This is an optimization exercise on Yosys and OpenROAD, whose aim is small area, a short achievable clock period and few clock cycles, not a production implementation.
At most, simulation tests tie the RTL to the original design; equivalence was not proved.
Function not checked in runs 2 and 3: the RTL went through the layout flow alone.

$ cat flow/design.v
package fc_ctrl_pkg;
	typedef enum logic [1:0] {
		PH_IDLE = 2'b00,
		PH_RUN  = 2'b01,
		PH_DONE = 2'b10
	} phase_state_t;
	typedef logic [12-1:0] cnt_t;
	typedef logic [12-1:0] addr_t;
	typedef struct packed {
		addr_t addr;
		logic  ce;      
	} mem_req_t;
endpackage
package fc_data_pkg;
	typedef logic signed [8-1:0] data_t;
	typedef logic signed [32-1:0] acc_t;
	typedef data_t [4-1:0] weight_vec_t;
	typedef acc_t [4-1:0] result_vec_t;
endpackage
`timescale 1ns/1ps
module fc_mac_core (
	input  logic                     clk,
	input  logic                     i_clear,    
	input  logic [3:0]               i_one,      
	input  logic [3:0]               i_two,      
	input  logic [3:0]               i_neg,      
	input  fc_data_pkg::data_t       i_weight,   
	output logic [32-1:0]     o_acc
);
	logic [15:0] acc_lo;
	logic [11:0] acc_hi;
	logic [1:0]  carry_q;    
	logic        mid;        
	logic        mid_q;      
	logic [28:0] pp;       
	logic [28:0] pp_q;
	logic [17:0] lo_sum;
	logic [7:0]  w;
	logic m1, r2, m3, r4, m5, r6, m7, r8, m9, r10, m11, r12, m13, r14, m15, r16, m17, r18, m19, r20, m21, r22, m23, r24, m25, r26, m27, r28, m29, r30, m31, r32, m33, r34, m35, r36, m37, r38, m39, r40, m41, r42, m43, r44, m45, r46, m47, r48, m49, r50, m51, r52, m53, r54, m55, r56, m57, r58, m59, r60, m61, r62, m63, r64, m65, r66, m67, r68, m69, r70, m71, r72, s73, c74, s75, c76, s77, c78, s79, c80, s81, c82, s83, c84, s85, c86, s87, c88, s89, c90, s91, c92, s93, c94, s95, c96, s97, c98, s99, c100, s101, c102, s103, c104, s105, c106, s107, c108, s109, c110, s111, c112, s113, c114, s115, c116, s117, c118, s119, c120, s121, s122, c123, s124, c125, s126, c127, s128, c129, s130, c131, s132, c133, s134, c135, s136, c137, s138, c139, s140, c141, s142, c143, s144, c145, s146, c147, s148, c149, s150, c151, s152, g153, p154, g155, p156, g157, p158, g159, p160, g161, p162, g163, p164, g165, p166, g167, p168, g169, p170, g171, p172, g173, p174, g175, p176, g177, p178, g179, p180, g181, p182, g183, p184, g185, p186, g187, p188, g189, p190, g191, p192, n193, n194, n195, n196, n197, n198, n199, g200, p201, g202, p203, g204, p205, g206, p207, g208, p209, g210, p211, g212, p213, g214, p215, g216, p217, g218, p219, g220, p221, g222, p223, g224, p225, g226, p227, g228, p229, g230, p231, g232, p233, g234, p235, g236, p237, g238, p239, g240, p241, n242, n243, n244, n245, n246, n247, n248, n249;
	assign w = i_weight;
	assign m1 = i_one[0] & w[0];
	assign r2 = m1 ^ i_neg[0];
	assign m3 = (i_one[0] & w[1]) | (i_two[0] & w[0]);
	assign r4 = m3 ^ i_neg[0];
	assign m5 = (i_one[0] & w[2]) | (i_two[0] & w[1]);
	assign r6 = m5 ^ i_neg[0];
	assign m7 = (i_one[0] & w[3]) | (i_two[0] & w[2]);
	assign r8 = m7 ^ i_neg[0];
	assign m9 = (i_one[0] & w[4]) | (i_two[0] & w[3]);
	assign r10 = m9 ^ i_neg[0];
	assign m11 = (i_one[0] & w[5]) | (i_two[0] & w[4]);
	assign r12 = m11 ^ i_neg[0];
	assign m13 = (i_one[0] & w[6]) | (i_two[0] & w[5]);
	assign r14 = m13 ^ i_neg[0];
	assign m15 = (i_one[0] & w[7]) | (i_two[0] & w[6]);
	assign r16 = m15 ^ i_neg[0];
	assign m17 = (i_one[0] & w[7]) | (i_two[0] & w[7]);
	assign r18 = ~(m17 ^ i_neg[0]);
	assign m19 = i_one[1] & w[0];
	assign r20 = m19 ^ i_neg[1];
	assign m21 = (i_one[1] & w[1]) | (i_two[1] & w[0]);
	assign r22 = m21 ^ i_neg[1];
	assign m23 = (i_one[1] & w[2]) | (i_two[1] & w[1]);
	assign r24 = m23 ^ i_neg[1];
	assign m25 = (i_one[1] & w[3]) | (i_two[1] & w[2]);
	assign r26 = m25 ^ i_neg[1];
	assign m27 = (i_one[1] & w[4]) | (i_two[1] & w[3]);
	assign r28 = m27 ^ i_neg[1];
	assign m29 = (i_one[1] & w[5]) | (i_two[1] & w[4]);
	assign r30 = m29 ^ i_neg[1];
	assign m31 = (i_one[1] & w[6]) | (i_two[1] & w[5]);
	assign r32 = m31 ^ i_neg[1];
	assign m33 = (i_one[1] & w[7]) | (i_two[1] & w[6]);
	assign r34 = m33 ^ i_neg[1];
	assign m35 = (i_one[1] & w[7]) | (i_two[1] & w[7]);
	assign r36 = ~(m35 ^ i_neg[1]);
	assign m37 = i_one[2] & w[0];
	assign r38 = m37 ^ i_neg[2];
	assign m39 = (i_one[2] & w[1]) | (i_two[2] & w[0]);
	assign r40 = m39 ^ i_neg[2];
	assign m41 = (i_one[2] & w[2]) | (i_two[2] & w[1]);
	assign r42 = m41 ^ i_neg[2];
	assign m43 = (i_one[2] & w[3]) | (i_two[2] & w[2]);
	assign r44 = m43 ^ i_neg[2];
	assign m45 = (i_one[2] & w[4]) | (i_two[2] & w[3]);
	assign r46 = m45 ^ i_neg[2];
	assign m47 = (i_one[2] & w[5]) | (i_two[2] & w[4]);
	assign r48 = m47 ^ i_neg[2];
	assign m49 = (i_one[2] & w[6]) | (i_two[2] & w[5]);
	assign r50 = m49 ^ i_neg[2];
	assign m51 = (i_one[2] & w[7]) | (i_two[2] & w[6]);
	assign r52 = m51 ^ i_neg[2];
	assign m53 = (i_one[2] & w[7]) | (i_two[2] & w[7]);
	assign r54 = ~(m53 ^ i_neg[2]);
	assign m55 = i_one[3] & w[0];
	assign r56 = m55 ^ i_neg[3];
	assign m57 = (i_one[3] & w[1]) | (i_two[3] & w[0]);
	assign r58 = m57 ^ i_neg[3];
	assign m59 = (i_one[3] & w[2]) | (i_two[3] & w[1]);
	assign r60 = m59 ^ i_neg[3];
	assign m61 = (i_one[3] & w[3]) | (i_two[3] & w[2]);
	assign r62 = m61 ^ i_neg[3];
	assign m63 = (i_one[3] & w[4]) | (i_two[3] & w[3]);
	assign r64 = m63 ^ i_neg[3];
	assign m65 = (i_one[3] & w[5]) | (i_two[3] & w[4]);
	assign r66 = m65 ^ i_neg[3];
	assign m67 = (i_one[3] & w[6]) | (i_two[3] & w[5]);
	assign r68 = m67 ^ i_neg[3];
	assign m69 = (i_one[3] & w[7]) | (i_two[3] & w[6]);
	assign r70 = m69 ^ i_neg[3];
	assign m71 = (i_one[3] & w[7]) | (i_two[3] & w[7]);
	assign r72 = ~(m71 ^ i_neg[3]);
	assign s73 = r14 ^ r28;
	assign c74 = r14 & r28;
	assign s75 = r16 ^ r30;
	assign c76 = r16 & r30;
	assign s77 = r18 ^ r32 ^ r46;
	assign c78 = (r18 & r32) | (r46 & (r18 ^ r32));
	assign s79 = r60 ^ mid_q;
	assign c80 = r60 & mid_q;
	assign s81 = r34 ^ r48 ^ r62;
	assign c82 = (r34 & r48) | (r62 & (r34 ^ r48));
	assign s83 = r10 ^ r24;
	assign c84 = r10 & r24;
	assign s85 = r12 ^ r26;
	assign c86 = r12 & r26;
	assign s87 = s73 ^ r42 ^ r56;
	assign c88 = (s73 & r42) | (r56 & (s73 ^ r42));
	assign s89 = c74 ^ s75 ^ r44;
	assign c90 = (c74 & s75) | (r44 & (c74 ^ s75));
	assign s91 = c76 ^ s77 ^ s79;
	assign c92 = (c76 & s77) | (s79 & (c76 ^ s77));
	assign s93 = c78 ^ c80 ^ s81;
	assign c94 = (c78 & c80) | (s81 & (c78 ^ c80));
	assign s95 = c82 ^ r36 ^ r50;
	assign c96 = (c82 & r36) | (r50 & (c82 ^ r36));
	assign s97 = r52 ^ r66;
	assign c98 = r52 & r66;
	assign s99 = r6 ^ r20;
	assign c100 = r6 & r20;
	assign s101 = r8 ^ r22;
	assign c102 = r8 & r22;
	assign s103 = s83 ^ r38 ^ i_neg[2];
	assign c104 = (s83 & r38) | (i_neg[2] & (s83 ^ r38));
	assign s105 = c84 ^ s85 ^ r40;
	assign c106 = (c84 & s85) | (r40 & (c84 ^ s85));
	assign s107 = c86 ^ s87 ^ i_neg[3];
	assign c108 = (c86 & s87) | (i_neg[3] & (c86 ^ s87));
	assign s109 = c88 ^ s89 ^ r58;
	assign c110 = (c88 & s89) | (r58 & (c88 ^ s89));
	assign s111 = ~(c90 ^ s91);
	assign c112 = c90 | s91;
	assign s113 = ~(c92 ^ s93);
	assign c114 = c92 | s93;
	assign s115 = c94 ^ s95 ^ r64;
	assign c116 = (c94 & s95) | (r64 & (c94 ^ s95));
	assign s117 = ~(c96 ^ s97);
	assign c118 = c96 | s97;
	assign s119 = c98 ^ r54 ^ r68;
	assign c120 = (c98 & r54) | (r68 & (c98 ^ r54));
	assign s121 = ~r70;
	assign pp[0] = r2;
	assign pp[1] = i_neg[0];
	assign pp[2] = r4;
	assign pp[3] = s99;
	assign pp[4] = i_neg[1];
	assign pp[5] = c100;
	assign pp[6] = s101;
	assign pp[7] = c102;
	assign pp[8] = s103;
	assign pp[9] = c104;
	assign pp[10] = s105;
	assign pp[11] = c106;
	assign pp[12] = s107;
	assign pp[13] = c108;
	assign pp[14] = s109;
	assign pp[15] = c110;
	assign pp[16] = s111;
	assign pp[17] = c112;
	assign pp[18] = s113;
	assign pp[19] = c114;
	assign pp[20] = s115;
	assign pp[21] = c116;
	assign pp[22] = s117;
	assign pp[23] = c118;
	assign pp[24] = s119;
	assign pp[25] = c120;
	assign pp[26] = s121;
	assign pp[27] = r70;
	assign pp[28] = r72;
	assign s122 = acc_lo[0] ^ pp_q[0];
	assign c123 = acc_lo[0] & pp_q[0];
	assign s124 = acc_lo[1] ^ pp_q[2];
	assign c125 = acc_lo[1] & pp_q[2];
	assign s126 = acc_lo[2] ^ pp_q[3] ^ pp_q[4];
	assign c127 = (acc_lo[2] & pp_q[3]) | (pp_q[4] & (acc_lo[2] ^ pp_q[3]));
	assign s128 = acc_lo[3] ^ pp_q[5] ^ pp_q[6];
	assign c129 = (acc_lo[3] & pp_q[5]) | (pp_q[6] & (acc_lo[3] ^ pp_q[5]));
	assign s130 = acc_lo[4] ^ pp_q[7] ^ pp_q[8];
	assign c131 = (acc_lo[4] & pp_q[7]) | (pp_q[8] & (acc_lo[4] ^ pp_q[7]));
	assign s132 = acc_lo[5] ^ pp_q[9] ^ pp_q[10];
	assign c133 = (acc_lo[5] & pp_q[9]) | (pp_q[10] & (acc_lo[5] ^ pp_q[9]));
	assign s134 = acc_lo[6] ^ pp_q[11] ^ pp_q[12];
	assign c135 = (acc_lo[6] & pp_q[11]) | (pp_q[12] & (acc_lo[6] ^ pp_q[11]));
	assign s136 = acc_lo[7] ^ pp_q[13] ^ pp_q[14];
	assign c137 = (acc_lo[7] & pp_q[13]) | (pp_q[14] & (acc_lo[7] ^ pp_q[13]));
	assign s138 = acc_lo[8] ^ pp_q[15] ^ pp_q[16];
	assign c139 = (acc_lo[8] & pp_q[15]) | (pp_q[16] & (acc_lo[8] ^ pp_q[15]));
	assign s140 = acc_lo[9] ^ pp_q[17] ^ pp_q[18];
	assign c141 = (acc_lo[9] & pp_q[17]) | (pp_q[18] & (acc_lo[9] ^ pp_q[17]));
	assign s142 = acc_lo[10] ^ pp_q[19] ^ pp_q[20];
	assign c143 = (acc_lo[10] & pp_q[19]) | (pp_q[20] & (acc_lo[10] ^ pp_q[19]));
	assign s144 = acc_lo[11] ^ pp_q[21] ^ pp_q[22];
	assign c145 = (acc_lo[11] & pp_q[21]) | (pp_q[22] & (acc_lo[11] ^ pp_q[21]));
	assign s146 = acc_lo[12] ^ pp_q[23] ^ pp_q[24];
	assign c147 = (acc_lo[12] & pp_q[23]) | (pp_q[24] & (acc_lo[12] ^ pp_q[23]));
	assign s148 = acc_lo[13] ^ pp_q[25] ^ pp_q[26];
	assign c149 = (acc_lo[13] & pp_q[25]) | (pp_q[26] & (acc_lo[13] ^ pp_q[25]));
	assign s150 = acc_lo[14] ^ pp_q[27] ^ pp_q[28];
	assign c151 = (acc_lo[14] & pp_q[27]) | (pp_q[28] & (acc_lo[14] ^ pp_q[27]));
	assign s152 = ~acc_lo[15];
	assign g153 = s122 & pp_q[1];
	assign p154 = s122 ^ pp_q[1];
	assign g155 = c123 & s124;
	assign p156 = c123 ^ s124;
	assign g157 = c125 & s126;
	assign p158 = c125 ^ s126;
	assign g159 = c127 & s128;
	assign p160 = c127 ^ s128;
	assign g161 = c129 & s130;
	assign p162 = c129 ^ s130;
	assign g163 = c131 & s132;
	assign p164 = c131 ^ s132;
	assign g165 = c133 & s134;
	assign p166 = c133 ^ s134;
	assign g167 = c135 & s136;
	assign p168 = c135 ^ s136;
	assign g169 = g155 | (p156 & g153);
	assign p170 = p156 & p154;
	assign g171 = g159 | (p160 & g157);
	assign p172 = p160 & p158;
	assign g173 = g163 | (p164 & g161);
	assign p174 = p164 & p162;
	assign g175 = g167 | (p168 & g165);
	assign p176 = p168 & p166;
	assign g177 = g157 | (p158 & g169);
	assign p178 = p158 & p170;
	assign g179 = g171 | (p172 & g169);
	assign p180 = p172 & p170;
	assign g181 = g165 | (p166 & g173);
	assign p182 = p166 & p174;
	assign g183 = g175 | (p176 & g173);
	assign p184 = p176 & p174;
	assign g185 = g161 | (p162 & g179);
	assign p186 = p162 & p180;
	assign g187 = g173 | (p174 & g179);
	assign p188 = p174 & p180;
	assign g189 = g181 | (p182 & g179);
	assign p190 = p182 & p180;
	assign g191 = g183 | (p184 & g179);
	assign p192 = p184 & p180;
	assign n193 = p156 ^ g153;
	assign n194 = p158 ^ g169;
	assign n195 = p160 ^ g177;
	assign n196 = p162 ^ g179;
	assign n197 = p164 ^ g185;
	assign n198 = p166 ^ g187;
	assign n199 = p168 ^ g189;
	assign g200 = c137 & s138;
	assign p201 = c137 ^ s138;
	assign g202 = c139 & s140;
	assign p203 = c139 ^ s140;
	assign g204 = c141 & s142;
	assign p205 = c141 ^ s142;
	assign g206 = c143 & s144;
	assign p207 = c143 ^ s144;
	assign g208 = c145 & s146;
	assign p209 = c145 ^ s146;
	assign g210 = c147 & s148;
	assign p211 = c147 ^ s148;
	assign g212 = c149 & s150;
	assign p213 = c149 ^ s150;
	assign g214 = c151 & s152;
	assign p215 = c151 ^ s152;
	assign g216 = g202 | (p203 & g200);
	assign p217 = p203 & p201;
	assign g218 = g206 | (p207 & g204);
	assign p219 = p207 & p205;
	assign g220 = g210 | (p211 & g208);
	assign p221 = p211 & p209;
	assign g222 = g214 | (p215 & g212);
	assign p223 = p215 & p213;
	assign g224 = g204 | (p205 & g216);
	assign p225 = p205 & p217;
	assign g226 = g218 | (p219 & g216);
	assign p227 = p219 & p217;
	assign g228 = g212 | (p213 & g220);
	assign p229 = p213 & p221;
	assign g230 = g222 | (p223 & g220);
	assign p231 = p223 & p221;
	assign g232 = g208 | (p209 & g226);
	assign p233 = p209 & p227;
	assign g234 = g220 | (p221 & g226);
	assign p235 = p221 & p227;
	assign g236 = g228 | (p229 & g226);
	assign p237 = p229 & p227;
	assign g238 = g230 | (p231 & g226);
	assign p239 = p231 & p227;
	assign g240 = acc_lo[15] & g238;
	assign p241 = acc_lo[15] & p239;
	assign n242 = p203 ^ g200;
	assign n243 = p205 ^ g216;
	assign n244 = p207 ^ g224;
	assign n245 = p209 ^ g226;
	assign n246 = p211 ^ g232;
	assign n247 = p213 ^ g234;
	assign n248 = p215 ^ g236;
	assign n249 = acc_lo[15] ^ g238;
	assign lo_sum[0] = p154;
	assign lo_sum[1] = n193;
	assign lo_sum[2] = n194;
	assign lo_sum[3] = n195;
	assign lo_sum[4] = n196;
	assign lo_sum[5] = n197;
	assign lo_sum[6] = n198;
	assign lo_sum[7] = n199;
	assign lo_sum[8] = p201;
	assign lo_sum[9] = n242;
	assign lo_sum[10] = n243;
	assign lo_sum[11] = n244;
	assign lo_sum[12] = n245;
	assign lo_sum[13] = n246;
	assign lo_sum[14] = n247;
	assign lo_sum[15] = n248;
	assign lo_sum[16] = n249;
	assign lo_sum[17] = g240;
	assign mid = g191;
	logic hi_inc, hi_dec;
	logic [11:0] hi_flip;
	assign hi_inc = carry_q[1];
	assign hi_dec = ~carry_q[1] & ~carry_q[0];
	assign hi_flip[0] = hi_inc | hi_dec;
	for (genvar i = 1; i < 12; i++) begin : g_hi
		assign hi_flip[i] = hi_flip[i-1] & (acc_hi[i-1] ^ hi_dec);
	end
	always_ff @(posedge clk) begin
		pp_q <= pp;
	end
	always_ff @(posedge clk) begin
		if (i_clear) begin
			acc_lo  <= '0;
			acc_hi  <= '0;
			carry_q <= 2'd1;
			mid_q   <= 1'b0;
		end else begin
			acc_lo  <= lo_sum[15:0];
			carry_q <= lo_sum[17:16];
			mid_q   <= mid;
			acc_hi  <= acc_hi ^ hi_flip;
		end
	end
	assign o_acc = {{(32-28){acc_hi[11]}}, acc_hi, acc_lo};   
endmodule
`timescale 1ns/1ps
module fc_layer_top (
	input  logic                     clk,
	input  logic                     reset_n,
	input  logic                     i_run,       
	input  fc_ctrl_pkg::cnt_t        i_num_cnt,   
	input  fc_data_pkg::data_t       i_node,      
	input  fc_data_pkg::weight_vec_t i_weights,   
	output logic                     o_idle,
	output logic                     o_read,
	output logic                     o_write,
	output logic                     o_done,
	output fc_ctrl_pkg::mem_req_t    o_mem_req,
	output fc_data_pkg::result_vec_t o_results
);
	logic              busy_q;      
	logic              ce_q;        
	logic              write_q;     
	logic              done_q;
	logic              dv_q;        
	logic              clr_q;       
	logic [5:0]        last_q;      
	fc_ctrl_pkg::cnt_t addr_q;      
	logic              start;
	logic              read_last;
	logic [8:0]                node_x;   
	logic [3:0]                         one, two, neg;
	logic [3:0]                         one_q, two_q, neg_q;
	logic [4*8-1:0] weights_q;
	logic [4*32-1:0]  results_flat;
	assign start     = i_run & ~busy_q;
	assign read_last = ce_q & (addr_q == '0);
	always_ff @(posedge clk or negedge reset_n) begin
		if (!reset_n) begin
			busy_q  <= 1'b0;
			ce_q    <= 1'b0;
			write_q <= 1'b0;
			done_q  <= 1'b0;
			dv_q    <= 1'b0;
			clr_q   <= 1'b0;
			last_q  <= '0;
		end else begin
			busy_q  <= start | (busy_q & ~done_q);
			ce_q    <= start | (ce_q & ~read_last);
			write_q <= start | (write_q & ~last_q[5]);
			done_q  <= last_q[5];
			dv_q    <= ce_q;
			clr_q   <= start;
			last_q  <= {last_q[4:0], read_last};
		end
	end
	always_ff @(posedge clk) begin
		if (!busy_q) begin
			addr_q <= i_num_cnt - fc_ctrl_pkg::cnt_t'(1);
		end else begin
			addr_q <= addr_q - fc_ctrl_pkg::cnt_t'(1);
		end
	end
	assign node_x = {dv_q ? i_node : '0, 1'b0};
	for (genvar i = 0; i < 4; i++) begin : g_booth
		assign one[i] = node_x[2*i] ^ node_x[2*i+1];
		assign two[i] = (node_x[2*i+2] & ~node_x[2*i+1] & ~node_x[2*i]) |
		                (~node_x[2*i+2] & node_x[2*i+1] & node_x[2*i]);
		assign neg[i] = node_x[2*i+2] & ~(node_x[2*i+1] & node_x[2*i]);
	end
	always_ff @(posedge clk) begin
		one_q     <= one;
		two_q     <= two;
		neg_q     <= neg;
		weights_q <= i_weights;
	end
	for (genvar g = 0; g < 4; g++) begin : g_lane
		fc_mac_core u_mac_core (
			.clk      (clk),
			.i_clear  (clr_q),
			.i_one    (one_q),
			.i_two    (two_q),
			.i_neg    (neg_q),
			.i_weight (weights_q[g*8 +: 8]),
			.o_acc    (results_flat[g*32 +: 32])
		);
	end
	assign o_mem_req.addr = addr_q;
	assign o_mem_req.ce   = ce_q;
	assign o_results      = results_flat;
	assign o_idle         = ~busy_q;
	assign o_read         = ce_q;
	assign o_write        = write_q;
	assign o_done         = done_q;
endmodule
$ cat flow/run.sh
#!/bin/bash
# synth_recipe.tcl (not shown) runs the flow's synth.tcl, then flattens the netlist and writes it again
# the make line also repeats each setting of config.mk as NAME=value (left out here)
make -C /OpenROAD-flow-scripts/flow DESIGN_CONFIG=/design/flow/config.mk WORK_HOME=/design/flow/orfs CLKGATE_MAP_FILE= SYNTH_SCRIPT=/design/flow/synth_recipe.tcl finish
$ cat flow/config.mk
export PLATFORM = sky130hd
export DESIGN_NAME = fc_layer_top
export DESIGN_NICKNAME = fc_layer_top
export VERILOG_FILES = /design/flow/design.v
export SDC_FILE = /design/flow/constraint.sdc
export NUM_CORES = 4
export LEC_CHECK = 0
export CAP_MARGIN = 20
export CORE_MARGIN = 2
export CORE_UTILIZATION = 40
export CTS_CLUSTER_DIAMETER = 100
export CTS_CLUSTER_SIZE = 30
export SETUP_SLACK_MARGIN = 5.0
export SLEW_MARGIN = 20
$ cat flow/constraint.sdc
create_clock -name core_clock -period 8.0 [get_ports {clk}]
set_input_delay 1.6000 -clock core_clock [delete_from_list [all_inputs] [get_ports {clk}]]
set_output_delay 1.6000 -clock core_clock [all_outputs]
set_load 0.01 [all_outputs]
==> results of run 1 <==
[state kept, by name, indices dropped and copies added, names as in the netlist]
name                       count
g_lane.u_mac_core.pp_q       110
write_q                        1
busy_q                         1
clr_q                          1
last_q                         6
g_lane.u_mac_core.acc_hi      48
ce_q                           1
g_lane.u_mac_core.acc_lo      64
addr_q                        12
g_lane.u_mac_core.carry_q      8
done_q                         1
one_q                          4
weights_q                     32
g_lane.u_mac_core.mid_q        4
dv_q                           1
neg_q                          4
two_q                          4
[worst max path at each step]
| stage | startpoint | end | slack [ps] |
|---|---|---|---|
| final | ce_q | o_read | 5060 |
| after global placement | i_num_cnt[6] | addr_q[10] | 4680 |
| after global routing | g_lane[2].u_mac_core.acc_lo[8] | g_lane[2].u_mac_core.carry_q[0] | 4940 |
| after detailed placement | i_num_cnt[6] | addr_q[10] | 4650 |
| after floorplan | g_lane[0].u_mac_core.acc_lo[8] | g_lane[0].u_mac_core.carry_q[0] | 5200 |
| after CTS | busy_q | o_idle | 4980 |
[placed cells by master, fill, tap and decap left out, types with 7 or more instances in the layout]
| cell type | count |
|---|---|
| sky130_fd_sc_hd__a21o_1 | 7 |
| sky130_fd_sc_hd__dlygate4sd2_1 | 144 |
| sky130_fd_sc_hd__buf_4 | 18 |
| sky130_fd_sc_hd__xnor2_1 | 177 |
| sky130_fd_sc_hd__dfxtp_1 | 218 |
| sky130_fd_sc_hd__o21a_1 | 8 |
| sky130_fd_sc_hd__xor2_1 | 53 |
| sky130_fd_sc_hd__and4_1 | 8 |
| sky130_fd_sc_hd__fa_1 | 123 |
| sky130_fd_sc_hd__inv_1 | 160 |
| sky130_fd_sc_hd__clkbuf_16 | 15 |
| sky130_fd_sc_hd__o211ai_1 | 8 |
| sky130_fd_sc_hd__mux2i_1 | 13 |
| sky130_fd_sc_hd__nor2b_1 | 28 |
| sky130_fd_sc_hd__a22oi_1 | 112 |
| sky130_fd_sc_hd__dfxtp_2 | 64 |
| sky130_fd_sc_hd__dfxtp_4 | 8 |
| sky130_fd_sc_hd__a21oi_1 | 45 |
| sky130_fd_sc_hd__dfrtp_1 | 10 |
| sky130_fd_sc_hd__nand2_1 | 35 |
| sky130_fd_sc_hd__o211a_1 | 8 |
| sky130_fd_sc_hd__clkdlybuf4s50_1 | 54 |
| sky130_fd_sc_hd__nand2b_1 | 9 |
| sky130_fd_sc_hd__nor3_1 | 39 |
| sky130_fd_sc_hd__ha_1 | 116 |
| sky130_fd_sc_hd__and2_1 | 11 |
| sky130_fd_sc_hd__or3_1 | 10 |
| sky130_fd_sc_hd__o21ai_0 | 39 |
| sky130_fd_sc_hd__or2_2 | 8 |
| sky130_fd_sc_hd__nor2_1 | 112 |
[metal layers]
layer	wire length (um)	up-vias	track usage (%)
met5	39	-	0
met4	642	6	3.62
met3	2130	35	3.37
met2	17100	263	29.1
met1	16100	5519	21.8
li1	-	5540	-
[synth_stat cells, drive strengths merged (5+ instances only)]
library cell / number
dfxtp: 290
xnor2: 177
inv: 160
fa: 124
a22oi: 116
ha: 116
nor2: 116
clkbuf: 61
xor2: 53
a21oi: 50
buf: 50
nor3: 43
o21ai: 40
nand2: 35
nor2b: 28
nor4: 14
mux2i: 13
dfrtp: 12
and2: 11
or3: 10
nand2b: 9
and4: 8
o211a: 8
o211ai: 8
o21a: 8
or2: 8
a21o: 7
nor3b: 6
a31oi: 5
[worst max-delay path, stage by stage, from the launching register on]
cell and delay, ps:
sky130_fd_sc_hd__dfrtp_1 400, sky130_fd_sc_hd__buf_4 150, sky130_fd_sc_hd__dlygate4sd2_1 280
[through the flow]
step | util [%] | area (um2) | hold WS [ps]
2_1_floorplan | - | 16700 | 326
3_3_place_gp | 46.2 | 19000 | 338
3_5_place_dp | 46.2 | 19000 | 335
4_1_cts | 47.3 | 19400 | 336
5_1_grt | 47.4 | 19400 | 330
6_report | 47.4 | 19400 | 331
[final cells by class]
cell class	count	area [um2]	area share, %
timing repair buffer	217	1940	9.99
inverter	161	604	3.11
clock inverter	7	97.6	0.502
multi-input combinational	1044	9500	48.9
clock buffer	18	397	2.04
tap	532	666	3.43
sequential	302	6220	32.0
[cells by family (layout without fill, tap and decap cells)]
| kind of cell | after synthesis | in the layout | synth area share, % |
|---|---|---|---|
| compound gates | 255 | 255 | 10.4 |
| xor+xnor | 230 | 230 | 12.0 |
| fa+ha+maj | 240 | 240 | 23.5 |
| buf+inv | 272 | 403 | 6.76 |
| flops | 302 | 302 | 36.5 |
| mux | 17 | 17 | 1.05 |
| simple gates | 302 | 302 | 9.71 |
[timing repair]
| item | in CTS | in global routing |
|---|---|---|
| pin swaps | 0 | 2 |
| endpoints found under the hold margin | 0 | 0 |
| buffers inserted | 3 | 1 |
| resized for setup | 224 | 7 |
| setup endpoints to repair | 145 | 6 |
==> key figures, run 1 <==
Worst hold path
  • Instance count along the most critical hold path: 0
  • Class of the tightest hold or removal check: reg -> reg
  • Hold endpoint: last_q[3]
  • Beginning of the worst hold path: last_q[2]

Cells and area
  • Final-layout fill cell count: 3896
  • Layout overhead on the synthesized area: 16.2%
  • Share of layout cells above drive strength 1: 9.21%
  • Number of nets in the layout: roughly 2000
  • Antenna diode count: 0
  • Finished Layout Cells: 2281

Clocking
  • Root cell of the clock tree: sky130_fd_sc_hd__clkbuf_16
  • Clock tree sinks: between 300 and 400
  • CTS Buf Count: 15
  • Maximum clock path buffer count: 3
  • Clock tree from TritonCTS: built
  • Total of hold buffers inserted after clock tree synthesis: 0
  • CTS clock-pin slew for the worst setup and hold paths: about 110 ps
  • Worst-Skew Late Latency: between 500 and 600 ps
  • Level count of the clock H-tree: 1

STA
  • Post-route clock skew: about 25 ps
  • Maximum clock rate: between 300 and 400 MHz
  • Total count of max-transition violations in the final report: 0
  • Final period util: ~37%
  • Final worst-path setup slack: 5060 ps
  • Relative slew margins: between 40% and 50%
  • RSZ-0062 raised after global routing: true
  • Final setup violation count: 0
  • Total Negative Setup Slacks: 0 ps
  • Count of endpoints failing hold in the final timing report: 0
  • Final critical-path required period: 2940 ps
  • Tightest Pin Transition: between 700 and 800 ps

Die
  • Die Y: 208 um
  • Full die area: 43500 um2
  • Die Wd: roughly 210 um
  • Total core area: 41000 um2
  • Effective utilization at floorplan: 40.8%
  • Top-Level Pins: 200
  • Total number of placement rows: 74

Placement
  • HPWL Detailed: 25.9 mm
  • Final weighted congestion of routability-driven global placement: a little over 0.8
  • IO Port Bufs: a little under 200
  • Placed Cells: 2252
  • Pre-CTS setup slack: around 4600 ps

Setup path
  • Reg2reg start: g_lane[2].u_mac_core.acc_lo[8]
  • Number of cells on the worst reg-to-reg path: 9
  • Worst endpoint data arrival time: between 1000 and 1500 ps
  • Category of the critical setup timing path: reg -> out
  • Largest fanout on the critical path: 4
  • Nature of the critical path startpoint: register
  • Kind of end point of the critical path: primary output
  • Capture point of the worst reg-to-reg path: g_lane[2].u_mac_core.carry_q[0]
  • Required time at the endpoint of the critical path: around 6400 ps
  • Flop2flop setup slack: slightly above 5000 ps

Outcome
  • Status: complete, no violations

Synthesis
  • Number of enable flip-flop cells after synthesis: 0
  • Fraction of synthesis flops using an asynchronous set or reset pin: under 10%
  • Library cells used by synthesis: 53
  • Synth Area per Inst: 10.3 um2
  • Post-Synthesis Cell Area: 16700 um2
  • Share of the synthesized area in the top cell type: approximately a third
  • Yosys warnings: 2
  • Biggest area consumer among synthesized cells: sky130_fd_sc_hd__dfxtp_1
  • Top flip-flop cell by instance count after synthesis: sky130_fd_sc_hd__dfxtp_1
  • Total of flip-flops plus latches after synthesis: approximately 300
  • Count of mapped cells out of synthesis: about 1600
  • Top cells by area, synth: sky130_fd_sc_hd__dfxtp_1 (35%), sky130_fd_sc_hd__fa_1 (15%), sky130_fd_sc_hd__xnor2_1 (9.3%)
  • Proportion of synthesized chip area in sequential cells: between 30 and 40%
  • Nets in the synthesized netlist: 1913

Global route
  • Global-route wire length before repair: 60.4 mm
  • Via count of the first global-routing pass: 11700
  • Initial antenna violation count: 3
  • Overflow left after global routing: 0
  • Total routing usage reported by global routing: roughly 17%
  • Largest net degree at the start of global routing: a little over 70

Detailed routing
  • Detailed-route vias per instance: approximately 5
  • Average wire per standard cell: about 16 um
  • Total vias in the final route: 11400
  • Iteration-0 DRC count of the detailed router: 447
  • Number of iterations in the first detailed-routing pass: 5
  • Routed Antenna Nets: 0
  • Drt drc: 0
  • Total Wirelength: approximately 36 mm

Flow run
  • Number of violations of the max-capacitance limit: 0
Testbench counts, summed over its fixed seeds: cycles 36,227.
==> run 2: changes to the inputs <==
--- a/flow/design.v
+++ b/flow/design.v
@@ -379,2 +379,3 @@
 	logic              busy_q;      
+	logic              busy_o_q;    
 	logic              ce_q;        
@@ -398,2 +399,3 @@
 			busy_q  <= 1'b0;
+			busy_o_q <= 1'b0;
 			ce_q    <= 1'b0;
@@ -406,2 +408,3 @@
 			busy_q  <= start | (busy_q & ~done_q);
+			busy_o_q <= start | (busy_q & ~done_q);
 			ce_q    <= start | (ce_q & ~read_last);
@@ -448,3 +451,3 @@
 	assign o_results      = results_flat;
-	assign o_idle         = ~busy_q;
+	assign o_idle         = ~busy_o_q;
 	assign o_read         = ce_q;
==> flow/flow/run.sh (new file) <==
#!/bin/bash
# Standard layout (standard.sh, unchanged synthesis), with two changes:
# plain buffers on the ports instead of delay buffers, and timing repair
# aiming further below the clock period. The make output goes to make.log in
# the work folder; ORFS keeps each step's own log under orfs/logs/.
set -euo pipefail
cd "$(dirname "$0")/.."
bash standard.sh "BUFFER_PORTS_ARGS=-buffer_cell sky130_fd_sc_hd__buf_2" \
	SETUP_SLACK_MARGIN=5.3 finish > make.log 2>&1
==> flow/standard.sh (new file) <==
#!/bin/bash
# synth_recipe.tcl (not shown) runs the flow's synth.tcl, then flattens the netlist and writes it again
# the make line also repeats each setting of config.mk as NAME=value (left out here)
make -C /OpenROAD-flow-scripts/flow DESIGN_CONFIG=/design/flow/config.mk WORK_HOME=/design/flow/orfs CLKGATE_MAP_FILE= SYNTH_SCRIPT=/design/flow/synth_recipe.tcl "${@:-finish}"
removed: flow/run.sh
==> run 2 against run 1 <==
Compared with the run above: non-clock buffer count grew 41; clock skew shrank 1.7 ps; critical path type unchanged; via count grew 0.83%; cell area is essentially flat.
==> key figures, run 2 <==
Cells and area
  • Register with the most flip-flops: g_lane.u_mac_core.pp_q
  • Biggest regs: g_lane.u_mac_core.pp_q x110, g_lane.u_mac_core.acc_lo x64, g_lane.u_mac_core.acc_hi x48
  • Number of nets in the layout: 2077 (+2.0%)
  • Antenna diode count: 0 (unchanged)
  • Most used cells in the layout excluding fill and tap cells: sky130_fd_sc_hd__buf_2 (188), sky130_fd_sc_hd__xnor2_1 (178), sky130_fd_sc_hd__dfxtp_1 (168)
  • Final-layout fill cell count: 3915 (+0.49%)
  • Share of layout cells above drive strength 1: 26.3% (+17 points)
  • Layout overhead on the synthesized area: 15.7%
  • Flip-flop count of the largest register, all copies and words added: 110 (unchanged)
  • Most frequent standard cell in the layout excluding fill and tap cells: sky130_fd_sc_hd__buf_2

Clocking
  • Root cell of the clock tree: sky130_fd_sc_hd__clkbuf_16
  • Clock tree sinks: 302 (unchanged)
  • Level count of the clock H-tree: 1 (unchanged)
  • CTS clock-pin slew for the worst setup and hold paths: 100 ps (about the same)
  • Maximum clock path buffer count: 3 (unchanged)
  • Clock tree from TritonCTS: built
  • Worst-Skew Late Latency: 530 ps (about the same)
  • CTS Buf Count: 15 (unchanged)
  • Total of hold buffers inserted after clock tree synthesis: 0 (unchanged)

Synthesis
  • Fraction of synthesis flops using an asynchronous set or reset pin: 3.97% (unchanged)
  • Most frequent cell after synthesis: sky130_fd_sc_hd__dfxtp_1
  • Count of mapped cells out of synthesis: 1618 (unchanged)
  • Proportion of synthesized chip area in sequential cells: 36.4% (-0.15 points)
  • Post-Synthesis Cell Area: 16800 um2 (+0.42%)
  • Top cells by area, synth: sky130_fd_sc_hd__dfxtp_1 (35%), sky130_fd_sc_hd__fa_1 (15%), sky130_fd_sc_hd__xnor2_1 (9.3%)
  • Top flip-flop cell by instance count after synthesis: sky130_fd_sc_hd__dfxtp_1
  • Share of the synthesized area in the top cell type: 34.6% (-0.14 points)
  • Library cells used by synthesis: 53 (unchanged)
  • Total of flip-flops plus latches after synthesis: 302 (unchanged)
  • Number of enable flip-flop cells after synthesis: 0 (unchanged)
  • Top cells by count, synth: sky130_fd_sc_hd__dfxtp_1 (290), sky130_fd_sc_hd__xnor2_1 (178), sky130_fd_sc_hd__inv_1 (159)
  • Synth Area per Inst: 10.4 um2 (+0.42%)
  • Biggest area consumer among synthesized cells: sky130_fd_sc_hd__dfxtp_1
  • Nets in the synthesized netlist: 1913 (unchanged)
  • Yosys warnings: 2 (unchanged)

Setup path
  • Required time at the endpoint of the critical path: 6400 ps (about the same)
  • Largest fanout on the critical path: 3 (-1)
  • Worst endpoint data arrival time: 1180 ps (-160 ps)
  • Category of the critical setup timing path: reg -> out
  • Kind of end point of the critical path: primary output
  • Nature of the critical path startpoint: register

Detailed routing
  • Routed Antenna Nets: 0 (unchanged)
  • Average wire per standard cell: 15.9 um (+0.32%)
  • Total vias in the final route: 11500 (+0.83%)
  • Iteration-0 DRC count of the detailed router: 702 (+57%)
  • Total Wirelength: 36.9 mm (+2.3%)
  • Drt drc: 0 (unchanged)
  • Number of iterations in the first detailed-routing pass: 5 (unchanged)
  • Detailed-route vias per instance: 4.92 (-1.2%)

STA
  • Relative slew margins: 48.9% (+2.0 points)
  • Final setup violation count: 0 (unchanged)
  • Maximum clock rate: 360 MHz (+5.9%)
  • RSZ-0062 raised after global routing: true
  • Post-route clock skew: 23.7 ps (-1.72 ps)
  • Total count of max-transition violations in the final report: 0 (unchanged)
  • Count of endpoints failing hold in the final timing report: 0 (unchanged)
  • Tightest Pin Transition: 767 ps (-29.5 ps)
  • Total Negative Setup Slacks: 0 ps (unchanged)
  • Final period util: 34.8% (-2.0 points)
  • Final critical-path required period: 2780 ps (-164 ps)

Die
  • Effective utilization at floorplan: 40.3% (-0.47 points)
  • Full die area: 43600 um2 (+0.41%)
  • Die Wd: 209 um (+0.21%)
  • Total core area: 41700 um2 (+1.6%)
  • Total number of placement rows: 75 (+1.4%)
  • Die Y: 209 um (+0.21%)
  • Top-Level Pins: 200 (unchanged)

Global route
  • Global-route wire length before repair: 60.3 mm (about the same)
  • Overflow left after global routing: 0 (unchanged)
  • Largest net degree at the start of global routing: 66 (-8.3%)
  • Via count of the first global-routing pass: 11500 (-1.8%)
  • Initial antenna violation count: 1 (-2)
  • Total routing usage reported by global routing: 17.0% (+0.083 points)

Placement
  • HPWL Detailed: 26.1 mm (+0.62%)
  • IO Port Bufs: 199 (unchanged)
  • Final weighted congestion of routability-driven global placement: 0.824 (+1.4%)

Outcome
  • Status: complete, no violations

Flow run
  • Number of violations of the max-capacitance limit: 0 (unchanged)

Worst hold path
  • Class of the tightest hold or removal check: reg -> reg
[run 2: changes by cell type in the layout (fill, tap and decap cells not counted), sizes merged, moves of 2 or more]
cell / before / now
buf: 18 / 258
dlygate4sd2: 144 / 0
clkdlybuf4s50: 54 / 0
a21o: 7 / 5
clkbuf: 19 / 17
nand2: 35 / 37
[run 2: logic make-up (layout without fill, tap and decap cells)]
family	count (synthesis)	count (layout)	synth area share, %
and+or+nand+nor	302	302	9.75
DFF	302	302	36.4
AOI/OAI and AO/OA	256	256	10.7
xor gates and xnor gates	230	230	12.0
adders and majority gates	240	240	23.4
muxes	17	17	1.04
buffers and inverters	271	441	6.73
[run 2: metal layers]
layer  vias up  part of all wire [%]  GRT usage [%]
met5         -                     0              0
met4         0                   1.6           4.38
met3        30                   4.5           2.30
met2       250                    48           28.5
met1      5558                    46           23.0
li1       5619                     -              -
[run 2: layout make-up]
cell class              instances  area [um2]  share of cell area (%)
multi-input cells            1045        9750                    50.2
well taps                     539         674                    3.47
repair buffers                258        1580                    8.11
flip-flops and latches        302        6350                    32.7
inverters                     160         616                    3.17
clock buffers                  17         393                    2.02
clock inverters                 6        66.3                   0.341
[run 2: final timing paths]
path	from	endpoint	slack (ps)	cells after the start
min in group asynchronous	reset_n	last_q[0]	940	1
min reg2reg	last_q[2]	last_q[3]	360	0
max in group asynchronous	reset_n	clr_q	6830	1
min	last_q[2]	last_q[3]	360	0
max reg2reg	g_lane[1].u_mac_core.acc_lo[8]	g_lane[1].u_mac_core.acc_lo[15]	5270	13
max	busy_o_q	o_idle	5220	2
[run 2: metrics by stage]
step	util, %	cells	hold slack [ps]	instance area, um2	setup WS [ps]
6_report	46.6	2327	360	19400	5220
3_3_place_gp	43.4	2258	335	18100	4490
2_1_floorplan	-	1618	329	16800	5270
3_5_place_dp	43.4	2258	337	18100	4400
4_1_cts	45.6	2308	363	19000	5140
5_1_grt	46.6	2327	369	19400	5150
[run 2: critical path: stages, from the launching register on]
cell and delay (ps):
sky130_fd_sc_hd__dfrtp_4 500, sky130_fd_sc_hd__inv_4 70, sky130_fd_sc_hd__buf_6 100
[run 2: repair_timing]
| action | in CTS | in global routing |
|---|---|---|
| setup endpoints to repair | 149 | 90 |
| pin swaps | 26 | 32 |
| resized for setup | 129 | 98 |
| hold endpoints to repair | 0 | 0 |
| buffers inserted | 27 | 19 |
==> run 3: changes to the inputs <==
--- a/flow/design.v
+++ b/flow/design.v
@@ -31,3 +31,4 @@
 	logic [11:0] acc_hi;
-	logic [1:0]  carry_q;    
+	logic        inc_q;      
+	logic        nodec_n_q;  
 	logic        mid;        
@@ -339,4 +340,4 @@
 	logic [11:0] hi_flip;
-	assign hi_inc = carry_q[1];
-	assign hi_dec = ~carry_q[1] & ~carry_q[0];
+	assign hi_inc = inc_q;
+	assign hi_dec = nodec_n_q & ~inc_q;
 	assign hi_flip[0] = hi_inc | hi_dec;
@@ -352,3 +353,4 @@
 			acc_hi  <= '0;
-			carry_q <= 2'd1;
+			inc_q     <= 1'b0;
+			nodec_n_q <= 1'b0;
 			mid_q   <= 1'b0;
@@ -356,3 +358,4 @@
 			acc_lo  <= lo_sum[15:0];
-			carry_q <= lo_sum[17:16];
+			inc_q     <= lo_sum[17];
+			nodec_n_q <= ~lo_sum[16];
 			mid_q   <= mid;
@@ -379,3 +382,3 @@
 	logic              busy_q;      
-	logic              busy_o_q;    
+	logic              idle_q;      
 	logic              ce_q;        
@@ -399,3 +402,3 @@
 			busy_q  <= 1'b0;
-			busy_o_q <= 1'b0;
+			idle_q  <= 1'b1;
 			ce_q    <= 1'b0;
@@ -408,3 +411,3 @@
 			busy_q  <= start | (busy_q & ~done_q);
-			busy_o_q <= start | (busy_q & ~done_q);
+			idle_q  <= ~(start | (busy_q & ~done_q));
 			ce_q    <= start | (ce_q & ~read_last);
@@ -451,3 +454,3 @@
 	assign o_results      = results_flat;
-	assign o_idle         = ~busy_o_q;
+	assign o_idle         = idle_q;
 	assign o_read         = ce_q;
==> run 3 against run 2 <==
Compared with the run above: critical endpoint unchanged; utilization shrank 0.30 points; register-to-register slack gained 100 ps; sequential share of layout area grew 0.45 points; hold slack lost 16 ps; flip-flop and latch count grew 1; critical path type unchanged; still clean; largest cell class unchanged.
==> key figures, run 3 <==
Setup path
  • Cell type group with the largest total delay on the critical path: flip-flops
  • Required time at the endpoint of the critical path: 6400 ps (about the same)
  • Largest fanout on the critical path: 1 (-2)
  • Nature of the critical path startpoint: register
  • Kind of end point of the critical path: primary output
  • CP bufs+invs: 1 (-1)
  • Logic depth of the worst setup path including buffers: 1 (-1)
  • Category of the critical setup timing path: reg -> out
  • Flop2flop setup slack: 5370 ps (+100 ps)
  • Number of cells on the worst reg-to-reg path: 10 (-3)
  • Worst endpoint data arrival time: 1160 ps (-20 ps)
  • Delay of the slowest critical-path stage: 540 ps (+40 ps)
  • Cells along the critical path: buf_6
  • Slowest CP cell: sky130_fd_sc_hd__dfstp_2
  • Reg2reg start: g_lane[3].u_mac_core.pp_q[16]
  • Capture point of the worst reg-to-reg path: g_lane[3].u_mac_core.nodec_n_q

Clocking
  • CTS Buf Count: 16 (+1)
  • Total of hold buffers inserted after clock tree synthesis: 0 (unchanged)
  • Level count of the clock H-tree: 1 (unchanged)
  • Clock tree sinks: 303 (+0.33%)
  • Worst-Skew Late Latency: 540 ps (about the same)
  • CTS clock-pin slew for the worst setup and hold paths: 110 ps (about the same)
  • Root cell of the clock tree: sky130_fd_sc_hd__clkbuf_16
  • Maximum clock path buffer count: 3 (unchanged)
  • Clock tree from TritonCTS: built

Synthesis
  • Count of mapped cells out of synthesis: 1614 (-0.25%)
  • Synth Area per Inst: 10.4 um2 (+0.27%)
  • Share of the synthesized area in the top cell type: 34.6% (about the same)
  • Top cells by count, synth: sky130_fd_sc_hd__dfxtp_1 (290), sky130_fd_sc_hd__xnor2_1 (180), sky130_fd_sc_hd__inv_1 (162)
  • Top flip-flop cell by instance count after synthesis: sky130_fd_sc_hd__dfxtp_1
  • Top cells by area, synth: sky130_fd_sc_hd__dfxtp_1 (35%), sky130_fd_sc_hd__fa_1 (15%), sky130_fd_sc_hd__xnor2_1 (9.4%)
  • Yosys warnings: 2 (unchanged)
  • Number of enable flip-flop cells after synthesis: 0 (unchanged)
  • Most frequent cell after synthesis: sky130_fd_sc_hd__dfxtp_1
  • Nets in the synthesized netlist: 1909 (-0.21%)
  • Biggest area consumer among synthesized cells: sky130_fd_sc_hd__dfxtp_1
  • Post-Synthesis Cell Area: 16800 um2 (about the same)
  • Proportion of synthesized chip area in sequential cells: 36.5% (+0.15 points)
  • Library cells used by synthesis: 49 (-7.5%)
  • Fraction of synthesis flops using an asynchronous set or reset pin: 4.29% (+0.32 points)
  • Total of flip-flops plus latches after synthesis: 303 (+0.33%)

STA
  • Tightest Pin Transition: 917 ps (+150 ps)
  • RSZ-0062 raised after global routing: true
  • Final setup violation count: 0 (unchanged)
  • Total count of max-transition violations in the final report: 0 (unchanged)
  • Final period util: 34.4% (-0.31 points)
  • Post-route clock skew: 26.7 ps (+3.02 ps)
  • Maximum clock rate: 363 MHz (+0.91%)
  • Total Negative Setup Slacks: 0 ps (unchanged)
  • Count of endpoints failing hold in the final timing report: 0 (unchanged)
  • Final critical-path required period: 2760 ps (-25.1 ps)
  • Relative slew margins: 38.8% (-10 points)

Global route
  • Overflow left after global routing: 0 (unchanged)
  • Global-route wire length before repair: 59.9 mm (-0.66%)
  • Total routing usage reported by global routing: 17.0% (about the same)
  • Via count of the first global-routing pass: 11300 (-1.7%)
  • Largest net degree at the start of global routing: 78 (+18%)
  • Initial antenna violation count: 0 (-1)

Cells and area
  • Finished Core Util: 46.3% (-0.30 points)
  • Layout overhead on the synthesized area: 14.9%
  • Final-layout fill cell count: 3940 (+0.64%)
  • Post-route cell area: 19300 um2 (-0.64%)
  • Flip-flop count of the largest register, all copies and words added: 110 (unchanged)
  • Antenna diode count: 0 (unchanged)
  • Share of layout cells above drive strength 1: 25.0% (-1.4 points)
  • Number of nets in the layout: 2070 (-0.34%)
  • Multi-input logic area: 9580 um2 (-1.8%)
  • Total area of sequential cells: 6390 um2 (+0.73%)
  • Most used cells in the layout excluding fill and tap cells: sky130_fd_sc_hd__buf_2 (194), sky130_fd_sc_hd__xnor2_1 (180), sky130_fd_sc_hd__dfxtp_1 (169)
  • Register with the most flip-flops: g_lane.u_mac_core.pp_q
  • Biggest regs: g_lane.u_mac_core.pp_q x110, g_lane.u_mac_core.acc_lo x64, g_lane.u_mac_core.acc_hi x48
  • Most frequent standard cell in the layout excluding fill and tap cells: sky130_fd_sc_hd__buf_2

Placement
  • Placed cell area: 18000 um2 (-0.17%)
  • HPWL Detailed: 26.1 mm (about the same)
  • IO Port Bufs: 199 (unchanged)
  • Final weighted congestion of routability-driven global placement: 0.792 (-3.8%)

Detailed routing
  • Number of iterations in the first detailed-routing pass: 5 (unchanged)
  • Routed Antenna Nets: 0 (unchanged)
  • Drt drc: 0 (unchanged)
  • Total Wirelength: 36.6 mm (-0.93%)
  • Iteration-0 DRC count of the detailed router: 536 (-24%)
  • Detailed-route vias per instance: 4.86 (-1.3%)
  • Average wire per standard cell: 15.7 um (-0.71%)
  • Total vias in the final route: 11300 (-1.5%)

Worst hold path
  • Hold endpoint: last_q[2]
  • Class of the tightest hold or removal check: reg -> reg
  • Beginning of the worst hold path: last_q[1]
  • Instance count along the most critical hold path: 0 (unchanged)

Flow run
  • Number of violations of the max-capacitance limit: 0 (unchanged)

Die
  • Total number of placement rows: 75 (unchanged)
  • Effective utilization at floorplan: 40.3% (about the same)
  • Die Wd: 209 um (about the same)
  • Die Y: 209 um (about the same)
  • Top-Level Pins: 200 (unchanged)
  • Total core area: 41700 um2 (unchanged)
  • Full die area: 43600 um2 (about the same)

Outcome
  • Status: complete, no violations
[run 3: cell types whose count changed in the layout (fill, tap and decap cells not counted), moves of 7 or more]
| cell | change |
|---|---|
| sky130_fd_sc_hd__and2_1 | +8 |
| sky130_fd_sc_hd__o211a_1 | -8 |
| sky130_fd_sc_hd__or2_4 | -7 |
| sky130_fd_sc_hd__nor4_2 | +8 |
| sky130_fd_sc_hd__ha_1 | +7 |
| sky130_fd_sc_hd__dfxtp_2 | -11 |
| sky130_fd_sc_hd__nor4_4 | -7 |
| sky130_fd_sc_hd__nor3_2 | -7 |
| sky130_fd_sc_hd__o21ai_1 | +9 |
| sky130_fd_sc_hd__mux2i_1 | +10 |
| sky130_fd_sc_hd__nor2_1 | +12 |
| sky130_fd_sc_hd__o21ai_0 | -7 |
| sky130_fd_sc_hd__buf_6 | -17 |
| sky130_fd_sc_hd__dfxtp_4 | +10 |
[run 3: kinds of logic after synthesis]
kind of cell,synth area share (%)
flip-flops,36.5
AND/OR/NAND/NOR,9.44
buffers and inverters,6.84
adder cells (fa/ha/maj),23.4
XOR/XNOR,12.4
AO/OA/AOI/OAI,9.46
multiplexers,1.97
[run 3: layout make-up]
class,instances,area share [%]
Multi-Input combinational cell,1036,49.6
Sequential cell,303,33.1
Timing Repair Buffer,254,7.62
Tap cell,539,3.49
Inverter,164,3.25
Clock buffer,18,2.22
Clock inverter,8,0.661
[run 3: how the worst max path moves through the flow]
stage,from,endpoint,slack (ps)
global placement,neg_q[3],g_lane[0].u_mac_core.pp_q[20],4540
floorplan,i_num_cnt[0],addr_q[6],5320
detailed placement,neg_q[3],g_lane[2].u_mac_core.pp_q[20],4470
CTS,idle_q,o_idle,5200
global route,idle_q,o_idle,5200
finish,idle_q,o_idle,5240
[run 3: routing by layer]
metal	vias to the layer above	share of wire (%)	GRT usage (%)
li1	5573	-	-
met1	5450	46	22.6
met2	218	48	28.8
met3	40	4.1	2.24
met4	0	2.3	4.93
met5	-	0	0
[run 3: repair_timing]
item,CTS,global route
endpoints found under the setup margin,176,84
resized for setup,141,55
buffers inserted,18,23
pin swaps,5,11
[run 3: stage by stage]
step,std cells,hold slack [ps],setup WS (ps)
after global routing,2322,358,5200
final,2322,343,5240
after global placement,2255,336,4540
after detailed placement,2255,340,4470
after CTS,2299,344,5200
after floorplan,1614,329,5320
==> run 4: changes to the inputs <==
--- a/flow/design.v
+++ b/flow/design.v
@@ -382,3 +382,3 @@
 	logic              busy_q;      
-	logic              idle_q;      
+	logic              busy_o_q;    
 	logic              ce_q;        
@@ -402,3 +402,3 @@
 			busy_q  <= 1'b0;
-			idle_q  <= 1'b1;
+			busy_o_q <= 1'b0;
 			ce_q    <= 1'b0;
@@ -411,3 +411,3 @@
 			busy_q  <= start | (busy_q & ~done_q);
-			idle_q  <= ~(start | (busy_q & ~done_q));
+			busy_o_q <= start | (busy_o_q & ~done_q);
 			ce_q    <= start | (ce_q & ~read_last);
@@ -454,3 +454,3 @@
 	assign o_results      = results_flat;
-	assign o_idle         = idle_q;
+	assign o_idle         = ~busy_o_q;
 	assign o_read         = ce_q;
--- a/flow/config.mk
+++ b/flow/config.mk
@@ -14 +14,2 @@
 export SLEW_MARGIN = 20
+export TNS_END_PERCENT = 10
==> run 4 against run 3 <==
Compared with the run above: still clean on timing, DRC and antenna; fmax grew 1.4%; non-clock buffer count shrank 24; flip-flop and latch count is the same; cell area shrank 2.2%; clock-buffer cell count is the same; sequential share of layout area shrank 0.23 points; area after synthesis is essentially flat; critical path depth is the same; utilization shrank 1.0 points.
==> key figures, run 4 <==
Synthesis
  • Biggest area consumer among synthesized cells: sky130_fd_sc_hd__dfxtp_1
  • Proportion of synthesized chip area in sequential cells: 36.5% (about the same)
  • Yosys warnings: 2 (unchanged)
  • Number of enable flip-flop cells after synthesis: 0 (unchanged)
  • Top cells by count, synth: sky130_fd_sc_hd__dfxtp_1 (290), sky130_fd_sc_hd__xnor2_1 (180), sky130_fd_sc_hd__inv_1 (164)
  • Nets in the synthesized netlist: 1911 (+0.10%)
  • Most frequent cell after synthesis: sky130_fd_sc_hd__dfxtp_1
  • Top flip-flop cell by instance count after synthesis: sky130_fd_sc_hd__dfxtp_1
  • Synth Area per Inst: 10.4 um2 (-0.14%)
  • Top cells by area, synth: sky130_fd_sc_hd__dfxtp_1 (35%), sky130_fd_sc_hd__fa_1 (15%), sky130_fd_sc_hd__xnor2_1 (9.4%)
  • Fraction of synthesis flops using an asynchronous set or reset pin: 4.29% (unchanged)
  • Count of mapped cells out of synthesis: 1616 (+0.12%)
  • Post-Synthesis Cell Area: 16800 um2 (about the same)
  • Library cells used by synthesis: 47 (-4.1%)
  • Total of flip-flops plus latches after synthesis: 303 (unchanged)
  • Share of the synthesized area in the top cell type: 34.6% (about the same)

Outcome
  • Status: complete, no violations

Flow run
  • Number of violations of the max-capacitance limit: 0 (unchanged)

Detailed routing
  • Number of iterations in the first detailed-routing pass: 4 (-1)
  • Iteration-0 DRC count of the detailed router: 447 (-17%)
  • Routed Antenna Nets: 0 (unchanged)
  • Total Wirelength: 36.9 mm (+0.88%)
  • Drt drc: 0 (unchanged)
  • Average wire per standard cell: 16.0 um (+1.8%)
  • Total vias in the final route: 11200 (-0.38%)
  • Detailed-route vias per instance: 4.88 (+0.53%)

Setup path
  • CP bufs+invs: 1 (unchanged)
  • Required time at the endpoint of the critical path: 6400 ps (about the same)
  • Logic depth of the worst setup path including buffers: 1 (unchanged)
  • Category of the critical setup timing path: reg -> out
  • Slowest CP cell: sky130_fd_sc_hd__dfxtp_1
  • Worst endpoint data arrival time: 1120 ps (-40 ps)
  • Cell type group with the largest total delay on the critical path: flip-flops
  • Number of cells on the worst reg-to-reg path: 8 (-2)
  • Kind of end point of the critical path: primary output
  • Largest fanout on the critical path: 2 (+1)
  • Cells along the critical path: buf_2
  • Nature of the critical path startpoint: register
  • Delay of the slowest critical-path stage: 420 ps (-120 ps)

Global route
  • Via count of the first global-routing pass: 11600 (+2.2%)
  • Largest net degree at the start of global routing: 67 (-14%)
  • Overflow left after global routing: 0 (unchanged)
  • Total routing usage reported by global routing: 17.1% (+0.18 points)
  • Global-route wire length before repair: 60.9 mm (+1.6%)
  • Initial antenna violation count: 1 (+1)

Clocking
  • Clock tree sinks: 303 (unchanged)
  • Clock tree from TritonCTS: built
  • Total of hold buffers inserted after clock tree synthesis: 0 (unchanged)
  • Maximum clock path buffer count: 3 (unchanged)
  • Root cell of the clock tree: sky130_fd_sc_hd__clkbuf_16
  • CTS clock-pin slew for the worst setup and hold paths: 100 ps (about the same)
  • Level count of the clock H-tree: 1 (unchanged)
  • Worst-Skew Late Latency: 540 ps (about the same)
  • CTS Buf Count: 16 (unchanged)

Cells and area
  • Antenna diode count: 0 (unchanged)
  • Most frequent standard cell in the layout excluding fill and tap cells: sky130_fd_sc_hd__dfxtp_1
  • Final-layout fill cell count: 3982 (+1.1%)
  • Layout overhead on the synthesized area: 12.4%
  • Post-route cell area: 18900 um2 (-2.2%)
  • Multi-input logic area: 9560 um2 (-0.18%)
  • Total area of sequential cells: 6210 um2 (-2.8%)
  • Biggest regs: g_lane.u_mac_core.pp_q x110, g_lane.u_mac_core.acc_lo x64, g_lane.u_mac_core.acc_hi x48
  • Number of nets in the layout: 2049 (-1.0%)
  • Share of layout cells above drive strength 1: 19.0% (-5.9 points)
  • Register with the most flip-flops: g_lane.u_mac_core.pp_q
  • Most used cells in the layout excluding fill and tap cells: sky130_fd_sc_hd__dfxtp_1 (251), sky130_fd_sc_hd__buf_2 (197), sky130_fd_sc_hd__xnor2_1 (180)
  • Flip-flop count of the largest register, all copies and words added: 110 (unchanged)
  • Finished Core Util: 45.3% (-1.0 points)

STA
  • Final setup violation count: 0 (unchanged)
  • Final critical-path required period: 2720 ps (-38.1 ps)
  • Final period util: 34.0% (-0.48 points)
  • Hold slack: 358 ps (+14.9 ps)
  • Maximum clock rate: 368 MHz (+1.4%)
  • Count of endpoints failing hold in the final timing report: 0 (unchanged)
  • Tightest Pin Transition: 915 ps (-1.03 ps)
  • Total Negative Setup Slacks: 0 ps (unchanged)
  • Relative slew margins: 38.8% (+0.069 points)
  • RSZ-0062 raised after global routing: true
  • Post-route clock skew: 26.2 ps (-0.528 ps)
  • Total count of max-transition violations in the final report: 0 (unchanged)

Placement
  • HPWL Detailed: 25.9 mm (-0.83%)
  • IO Port Bufs: 199 (unchanged)
  • Placed cell area: 18100 um2 (about the same)
  • Final weighted congestion of routability-driven global placement: 0.816 (+3.0%)

Die
  • Die Wd: 209 um (about the same)
  • Die Y: 209 um (about the same)
  • Total core area: 41700 um2 (unchanged)
  • Full die area: 43600 um2 (about the same)
  • Effective utilization at floorplan: 40.3% (about the same)
  • Top-Level Pins: 200 (unchanged)
  • Total number of placement rows: 75 (unchanged)

Worst hold path
  • Class of the tightest hold or removal check: reg -> reg
  • Instance count along the most critical hold path: 0 (unchanged)
## run 4: metal layers
metal  share of wire [%]  track usage [%]  wire, um
met5               0.030                0        11
met4                 1.9             3.89       686
met3                 4.8             2.69      1770
met2                  46             28.7     17200
met1                  47             23.4     17300
## run 4: what timing repair did
item,in CTS,in global routing
endpoints found under the setup margin,144,179
resized for setup,22,47
pin swaps,3,8
gates cloned,0,1
buffers inserted,6,9
## run 4: area by class of cell
cell class / count / area share [%]
clock buffers: 18 / 2.27
clock inverters: 8 / 0.550
inverters: 166 / 3.30
multi-input cells: 1037 / 50.6
flip-flops and latches: 303 / 32.9
well taps: 539 / 3.57
repair buffers: 230 / 6.79
## run 4: cells by family after synthesis
family	after synthesis	share of synthesized area, %
mux	31	1.97
compound gates	231	9.43
flops	303	36.5
buf+inv	276	6.87
fa+ha+maj	240	23.4
simple gates	298	9.43
xor+xnor	237	12.4
## run 4: stage by stage
step,cells,setup slack (ps)
global route,2301,5220
CTS,2291,5190
finish,2301,5280
floorplan,1616,5300
global placement,2259,5110
detailed placement,2259,5030
## run 4: final timing paths
path                                                start                             to  slack (ps)
max                        g_lane[1].u_mac_core.acc_lo[6]                  o_results[38]        5280
min                                             last_q[1]                      last_q[2]         360
max reg2reg                                      neg_q[3]  g_lane[2].u_mac_core.pp_q[20]        5350
min reg2reg                                     last_q[1]                      last_q[2]         360
max in group asynchronous                         reset_n                          clr_q        6830
min in group asynchronous                         reset_n                         done_q         930
Testbench counts of run 4, summed over its fixed seeds: cycles 36,227.

## port drivers added, routing unchanged
The flow's constraints put no driver on any port. The routed layouts listed below were extracted and timed again, unchanged, in two steps.
Step 1, drivers: a clkbuf_16 drives clk and a buf_2 each remaining input, both assumed.
Step 2 moves the port delays by t, midway between the first and last clock arrival at a register: inputs arrive t later, outputs are due t later. That takes back most of the time a late clock gives input paths.
Three values: no drivers, after step 1, after step 2; two values: the first two.
| run | t (ns) | setup slack, ns | worst setup path after step 2 | clock arrival spread, ns |
|---|---|---|---|---|
| run 1 | 0.560 | 5.055 / 5.005 / 4.677 | input to register | 0.026 / 0.026 |
| run 2 | 0.571 | 5.219 / 5.165 / 5.032 | input to register | 0.025 / 0.026 |
| run 3 | 0.589 | 5.244 / 5.184 / 5.054 | input to register | 0.027 / 0.027 |
| run 4 | 0.582 | 5.282 / 5.224 / 5.021 | input to register | 0.031 / 0.032 |
After both steps setup and hold are still met in every run listed. The setup slack of run 1, which loses most, moves by -0.050 ns with the drivers and by -0.378 ns with both steps.
